From an optimization exercise on the open Yosys and OpenROAD flow, aimed at small area, a short achievable clock period and few clock cycles per item; shortcuts taken in it are not production practice.
In this exercise RTL edits were held to simulation tests only and were not proved equivalent to the original.
No activity file was given, so power comes from the tool's default toggle rates.

==> flow/design.v <==
package rau_pkg;
    localparam int NUM_W       = 34;
    localparam int DEN_W       = 33;
    localparam int OUT_TDATA_W = ((NUM_W + DEN_W + 7) / 8) * 8;
    localparam int CMD_W       = 2;
    localparam int STATUS_W    = 2;
    localparam logic [CMD_W-1:0] CMD_ADD = 2'd0;
    localparam logic [CMD_W-1:0] CMD_SUB = 2'd1;
    localparam logic [CMD_W-1:0] CMD_MUL = 2'd2;
    localparam logic [CMD_W-1:0] CMD_DIV = 2'd3;
    localparam logic [STATUS_W-1:0] ST_OK       = 2'd0;
    localparam logic [STATUS_W-1:0] ST_BAD_DEN  = 2'd1;
    localparam logic [STATUS_W-1:0] ST_DIV_ZERO = 2'd2;
endpackage
module rau_seq (
    input  logic        clk,
    input  logic        rst_n,
    input  logic        s_tvalid,
    output logic        s_tready,
    input  logic [63:0] s_tdata,
    input  logic [1:0]  s_tuser,
    output logic        done,       
    input  logic        take,       
    output logic [32:0] n_out,      
    output logic [30:0] d_out,      
    output logic [1:0]  st_out
);
    logic        busy;
    logic        done_reg;
    logic        mul;               
    logic [2:0]  cnt;
    logic [15:0] x1, x3;            
    logic [15:0] r1, r3;            
    logic        neg1, neg3;        
    logic        seen1, seen3;
    logic        sg1, sg2;          
    logic        addsub;            
    logic [16:0] acc_n;             
    logic [14:0] acc_d;             
    logic [1:0]  st;
    logic [15:0] an, ad, bn, bd;
    logic [1:0]  cmd;
    logic        y1a, y1b, y3a, y3b;
    logic        p1a, p1b, p2a, p2b;
    logic [18:0] x1s, x3s, sum_n;
    logic [16:0] x3m, sum_d;
    logic        last_even;         
    assign an  = s_tdata[15:0];
    assign ad  = s_tdata[31:16];
    assign bn  = s_tdata[47:32];
    assign bd  = s_tdata[63:48];
    assign cmd = s_tuser;
    assign s_tready = !busy;
    assign done     = done_reg;
    always_comb
    begin
        y1a   = r1[0] ^ (neg1 & seen1);
        y1b   = r1[1] ^ (neg1 & (seen1 | r1[0]));
        y3a   = r3[0] ^ (neg3 & seen3);
        y3b   = r3[1] ^ (neg3 & (seen3 | r3[0]));
        p1a   = addsub ? y3a : y1a;                 
        p1b   = addsub ? y3b : y1b;
        p2a   = addsub & y1a;                       
        p2b   = addsub & y1b;
        x1s   = {{3{x1[15]}}, x1} ^ {19{sg1}};
        x3s   = {{3{x3[15]}}, x3} ^ {19{sg2}};
        sum_n = {{2{acc_n[16]}}, acc_n}
              + (p1a ? x1s : 19'd0) + (p1b ? {x1s[17:0], 1'b0} : 19'd0)
              + (p2a ? x3s : 19'd0) + (p2b ? {x3s[17:0], 1'b0} : 19'd0)
              + 19'({p1b & sg1, p1a & sg1}) + 19'({p2b & sg2, p2a & sg2});
        x3m   = {1'b0, x3 ^ {16{x3[15]}}};          
        sum_d = {2'b0, acc_d}
              + (y3a ? x3m : 17'd0) + (y3b ? {x3m[15:0], 1'b0} : 17'd0)
              + 17'({y3b & x3[15], y3a & x3[15]});
        last_even = (st == rau_pkg::ST_OK)
                  && (mul ? (!r1[2] && !r3[2]) : (!r1[1] && !r3[1]));
    end
    always_ff @(posedge clk or negedge rst_n)
    begin
        if (!rst_n)
        begin
            busy     <= 1'b0;
            done_reg <= 1'b0;
        end
        else if (!busy)
        begin
            busy     <= s_tvalid;
            done_reg <= 1'b0;
        end
        else if (done_reg)
        begin
            busy     <= !take;
            done_reg <= !take;
        end
        else if (!mul || cnt == 3'd7)
        begin
            done_reg <= !last_even;
        end
    end
    always_ff @(posedge clk)
    begin
        if (!busy)
        begin
            x1     <= an;
            x3     <= ad;
            r1     <= (cmd == rau_pkg::CMD_DIV) ? bd : bn;
            r3     <= (cmd == rau_pkg::CMD_DIV) ? bn : bd;
            neg1   <= (cmd == rau_pkg::CMD_DIV) ? bd[15] : bn[15];
            neg3   <= (cmd == rau_pkg::CMD_DIV) ? bn[15] : bd[15];
            sg1    <= cmd[1] ? (ad[15] ^ bn[15] ^ bd[15]) : ad[15];
            sg2    <= ad[15] ^ bn[15] ^ bd[15] ^ (cmd == rau_pkg::CMD_SUB);
            addsub <= !cmd[1];
            seen1  <= 1'b0;
            seen3  <= 1'b0;
            mul    <= 1'b1;
            cnt    <= 3'd0;
            acc_n  <= '0;
            acc_d  <= '0;
            if (ad == '0 || bd == '0)
                st <= rau_pkg::ST_BAD_DEN;
            else if (cmd == rau_pkg::CMD_DIV && bn == '0)
                st <= rau_pkg::ST_DIV_ZERO;
            else
                st <= rau_pkg::ST_OK;
        end
        else if (!done_reg)
        begin
            if (mul)
            begin
                seen1 <= seen1 | r1[0] | r1[1];
                seen3 <= seen3 | r3[0] | r3[1];
                acc_n <= sum_n[18:2];
                acc_d <= sum_d[16:2];
                r1    <= {sum_n[1:0], r1[15:2]};
                r3    <= {sum_d[1:0], r3[15:2]};
                cnt   <= cnt + 3'd1;
                mul   <= (cnt != 3'd7);
            end
            else
            begin
                acc_n <= {acc_n[16], acc_n[16:1]};
                acc_d <= {1'b0, acc_d[14:1]};
                r1    <= {acc_n[0], r1[15:1]};
                r3    <= {acc_d[0], r3[15:1]};
            end
        end
    end
    assign n_out  = {acc_n, r1};
    assign d_out  = {acc_d, r3};
    assign st_out = st;
endmodule
module rau_datapath (
    input  logic        clk,
    input  logic        rst_n,
    input  logic        in_done,    
    output logic        take,       
    input  logic [32:0] n_in,
    input  logic [30:0] d_in,
    input  logic [1:0]  st_in,
    output logic        m_tvalid,
    input  logic        m_tready,
    output logic [71:0] m_tdata,
    output logic [1:0]  m_tuser
);
    logic        run;               
    logic        vld;               
    logic        pre;               
    logic [31:0] u, v;
    logic signed [32:0] p, q;
    logic [30:0] r, s;
    logic        f_swap, f_neg;     
    logic [1:0]  st;
    logic        go, stepping, ld;
    logic        ue, eq, ge, keep1;
    logic [32:0] d1, d2;
    logic [31:0] pre_u;
    logic [3:0]  lowz;
    logic [1:0]  j;                 
    logic signed [32:0] qe, pre_p, sum_pq;
    logic [30:0] se, pre_r, sum_rs;
    logic [31:0] u_step, v_step;
    logic [32:0] p_step, q_step;
    logic [30:0] r_step, s_step;
    logic        n_neg, trivial, swap;
    logic [31:0] n_mag, u_ld, v_ld;
    logic signed [32:0] p_ld;
    logic [30:0] r_ld;
    always_comb
    begin
        go       = pre && !run && (!vld || m_tready);
        stepping = run || go;
        eq       = (u == v);
        ld       = !stepping || eq;
        take     = go;
    end
    always_comb
    begin
        qe     = run ? q : (f_swap ? (f_neg ? -33'sd1 : 33'sd1) : 33'sd0);
        se     = run ? s : {30'd0, !f_swap};
        ue     = !u[0];
        d1     = {1'b0, u} - {1'b0, v};
        d2     = {1'b0, v} - {1'b0, u};
        ge     = !d1[32];
        keep1  = ue || ge;
        sum_pq = p + qe;
        sum_rs = r + se;
        pre_u  = ue ? u : (ge ? d1[31:0] : d2[31:0]);
        pre_p  = keep1 ? p : qe;
        pre_r  = keep1 ? r : se;
        lowz   = ue ? u[4:1] : d1[4:1];
        if (lowz[0])
            j = 2'd0;
        else if (lowz[1])
            j = 2'd1;
        else if (lowz[2])
            j = 2'd2;
        else
            j = 2'd3;
        u_step = pre_u >> ({1'b0, j} + 3'd1);
        p_step = pre_p << ({1'b0, j} + 3'd1);
        r_step = pre_r << ({1'b0, j} + 3'd1);
        v_step = keep1 ? v : u;
        q_step = (ue && !eq) ? qe : sum_pq;
        s_step = (ue && !eq) ? se : sum_rs;
    end
    always_comb
    begin
        n_neg   = n_in[32];
        n_mag   = n_neg ? 32'(-n_in) : n_in[31:0];
        trivial = (n_in == '0) || (st_in != rau_pkg::ST_OK);
        swap    = !trivial && !d_in[0];
        u_ld    = (trivial || swap) ? {1'b0, d_in} : n_mag;
        v_ld    = swap ? n_mag : {1'b0, d_in};
        p_ld    = (trivial || swap) ? 33'sd0 : (n_neg ? -33'sd1 : 33'sd1);
        r_ld    = {30'd0, swap};
    end
    always_ff @(posedge clk or negedge rst_n)
    begin
        if (!rst_n)
        begin
            run <= 1'b0;
            vld <= 1'b0;
            pre <= 1'b0;
        end
        else
        begin
            run <= stepping && !eq;
            pre <= ld && in_done && !go;
            if (stepping && eq)
                vld <= 1'b1;
            else if (m_tready)
                vld <= 1'b0;
        end
    end
    always_ff @(posedge clk)
    begin
        if (ld)
        begin
            u      <= u_ld;
            v      <= v_ld;
            p      <= p_ld;
            r      <= r_ld;
            f_swap <= swap;
            f_neg  <= n_neg;
        end
        else
        begin
            u <= u_step;
            v <= v_step;
            p <= p_step;
            r <= r_step;
        end
        if (stepping)
        begin
            q <= q_step;
            s <= s_step;
        end
        if (go)
            st <= st_in;
    end
    assign m_tvalid = vld;
    assign m_tdata  = {5'd0, 2'd0, s, q[32], q};
    assign m_tuser  = st;
endmodule
module rational_arith_unit #(
    parameter  int OPERAND_WIDTH = 16,
    localparam int IN_TDATA_W    = ((4 * OPERAND_WIDTH + 7) / 8) * 8
) (
    input  logic                               clk,
    input  logic                               rst_n,
    input  logic                               s_tvalid,
    output logic                               s_tready,
    input  logic [IN_TDATA_W-1:0]              s_tdata,    
    input  logic [rau_pkg::CMD_W-1:0]          s_tuser,    
    output logic                               m_tvalid,
    input  logic                               m_tready,
    output logic [rau_pkg::OUT_TDATA_W-1:0]    m_tdata,    
    output logic [rau_pkg::STATUS_W-1:0]       m_tuser     
);
    logic        mul_done;
    logic        take;
    logic [32:0] n;
    logic [30:0] d;
    logic [1:0]  st;
    rau_seq u_mul (
        .clk      (clk),
        .rst_n    (rst_n),
        .s_tvalid (s_tvalid),
        .s_tready (s_tready),
        .s_tdata  (s_tdata),
        .s_tuser  (s_tuser),
        .done     (mul_done),
        .take     (take),
        .n_out    (n),
        .d_out    (d),
        .st_out   (st)
    );
    rau_datapath u_gcd (
        .clk      (clk),
        .rst_n    (rst_n),
        .in_done  (mul_done),
        .take     (take),
        .n_in     (n),
        .d_in     (d),
        .st_in    (st),
        .m_tvalid (m_tvalid),
        .m_tready (m_tready),
        .m_tdata  (m_tdata),
        .m_tuser  (m_tuser)
    );
endmodule
clock: 10.0 ns
lec_check: 0
cap_margin: 20
core_margin: 2
core_utilization: 40
setup_slack_margin: 5
slew_margin: 20
run.sh (not shown) runs the stock make flow with config.mk's settings and CLKGATE_MAP_FILE= SYNTH_SCRIPT=/design/flow/synth_recipe.tcl, a recipe that flattens the netlist after the stock synthesis.
Testbench counts at the start, summed over its fixed seeds: cycles 39,161, items 2,400.
Change:
--- a/flow/design.v
+++ b/flow/design.v
@@ -37,34 +37,37 @@
     logic        addsub;            
     logic [16:0] acc_n;             
     logic [14:0] acc_d;             
     logic [1:0]  st;
     logic [15:0] an, ad, bn, bd;
     logic [1:0]  cmd;
-    logic        y1a, y1b, y3a, y3b;
-    logic        p1a, p1b, p2a, p2b;
+    logic        p1a, p1b, p2a, p2b;   
+    logic        y3a, y3b;             
+    logic        n1a, n1b, n3a, n3b;   
+    logic        nseen1, nseen3;
+    logic [15:0] c1, c3;               
     logic [18:0] x1s, x3s, sum_n;
     logic [16:0] x3m, sum_d;
     logic        last_even;         
     assign an  = s_tdata[15:0];
     assign ad  = s_tdata[31:16];
     assign bn  = s_tdata[47:32];
     assign bd  = s_tdata[63:48];
     assign cmd = s_tuser;
     assign s_tready = !busy;
     assign done     = done_reg;
     always_comb
     begin
-        y1a   = r1[0] ^ (neg1 & seen1);
-        y1b   = r1[1] ^ (neg1 & (seen1 | r1[0]));
-        y3a   = r3[0] ^ (neg3 & seen3);
-        y3b   = r3[1] ^ (neg3 & (seen3 | r3[0]));
-        p1a   = addsub ? y3a : y1a;                 
-        p1b   = addsub ? y3b : y1b;
-        p2a   = addsub & y1a;                       
-        p2b   = addsub & y1b;
+        nseen1 = seen1 | r1[0] | r1[1];
+        nseen3 = seen3 | r3[0] | r3[1];
+        n1a    = r1[2] ^ (neg1 & nseen1);
+        n1b    = r1[3] ^ (neg1 & (nseen1 | r1[2]));
+        n3a    = r3[2] ^ (neg3 & nseen3);
+        n3b    = r3[3] ^ (neg3 & (nseen3 | r3[2]));
+        c1     = (cmd == rau_pkg::CMD_DIV) ? bd : bn;
+        c3     = (cmd == rau_pkg::CMD_DIV) ? bn : bd;
         x1s   = {{3{x1[15]}}, x1} ^ {19{sg1}};
         x3s   = {{3{x3[15]}}, x3} ^ {19{sg2}};
         sum_n = {{2{acc_n[16]}}, acc_n}
               + (p1a ? x1s : 19'd0) + (p1b ? {x1s[17:0], 1'b0} : 19'd0)
               + (p2a ? x3s : 19'd0) + (p2b ? {x3s[17:0], 1'b0} : 19'd0)
               + 19'({p1b & sg1, p1a & sg1}) + 19'({p2b & sg2, p2a & sg2});
@@ -100,16 +103,22 @@
     always_ff @(posedge clk)
     begin
         if (!busy)
         begin
             x1     <= an;
             x3     <= ad;
-            r1     <= (cmd == rau_pkg::CMD_DIV) ? bd : bn;
-            r3     <= (cmd == rau_pkg::CMD_DIV) ? bn : bd;
-            neg1   <= (cmd == rau_pkg::CMD_DIV) ? bd[15] : bn[15];
-            neg3   <= (cmd == rau_pkg::CMD_DIV) ? bn[15] : bd[15];
+            r1     <= c1;
+            r3     <= c3;
+            neg1   <= c1[15];
+            neg3   <= c3[15];
+            p1a    <= cmd[1] ? c1[0] : c3[0];
+            p1b    <= cmd[1] ? (c1[1] ^ (c1[15] & c1[0])) : (c3[1] ^ (c3[15] & c3[0]));
+            p2a    <= !cmd[1] & c1[0];
+            p2b    <= !cmd[1] & (c1[1] ^ (c1[15] & c1[0]));
+            y3a    <= c3[0];
+            y3b    <= c3[1] ^ (c3[15] & c3[0]);
             sg1    <= cmd[1] ? (ad[15] ^ bn[15] ^ bd[15]) : ad[15];
             sg2    <= ad[15] ^ bn[15] ^ bd[15] ^ (cmd == rau_pkg::CMD_SUB);
             addsub <= !cmd[1];
             seen1  <= 1'b0;
             seen3  <= 1'b0;
             mul    <= 1'b1;
@@ -124,14 +133,20 @@
                 st <= rau_pkg::ST_OK;
         end
         else if (!done_reg)
         begin
             if (mul)
             begin
-                seen1 <= seen1 | r1[0] | r1[1];
-                seen3 <= seen3 | r3[0] | r3[1];
+                seen1 <= nseen1;
+                seen3 <= nseen3;
+                p1a   <= addsub ? n3a : n1a;        
+                p1b   <= addsub ? n3b : n1b;
+                p2a   <= addsub & n1a;              
+                p2b   <= addsub & n1b;
+                y3a   <= n3a;
+                y3b   <= n3b;
                 acc_n <= sum_n[18:2];
                 acc_d <= sum_d[16:2];
                 r1    <= {sum_n[1:0], r1[15:2]};
                 r3    <= {sum_d[1:0], r3[15:2]};
                 cnt   <= cnt + 3'd1;
                 mul   <= (cnt != 3'd7);
After rerunning:
- via count rises slightly
- power rises by a few percent
- setup slack gets worse by 0.060 ns
- clock skew falls by 0.0068 ns
- utilization barely changes
- routed wire length rises slightly
- clock-buffer cell count falls by 1
- final cell count rises slightly
- design area is about the same
- flip-flop and latch count rises by 6
- non-clock buffer count rises by 4
Testbench counts after the change, summed over its fixed seeds: cycles 39,161, items 2,400.

separate check: timing with driven ports:
Ports are ideal in the flow. The routed layouts listed here were re-timed in OpenROAD.
Step 1 sets driving cells, clkbuf_16 on the clock port and buf_2 on the other inputs (assumed; they add their load-dependent delay and slew).
Step 2 moves the port delays by t, midway between the first and last clock arrival at a register: inputs arrive t later, outputs are due t later. That takes back most of the time a late clock gives input paths.
Slacks: ideal ports / drivers / drivers and shift; pairs: ideal ports / drivers.
| run | t, ns | setup slack, ns | clock arrival spread, ns |
|---|---|---|---|
| the first run | 0.630 | 4.933 / 4.933 / 4.573 | 0.022 / 0.022 |
| the second run | 0.625 | 4.873 / 4.873 / 4.783 | 0.013 / 0.013 |
After both steps setup and hold are still met in every run listed. The setup slack of the first run, which loses most, moves by 0.000 ns with the drivers and by -0.360 ns with both steps.
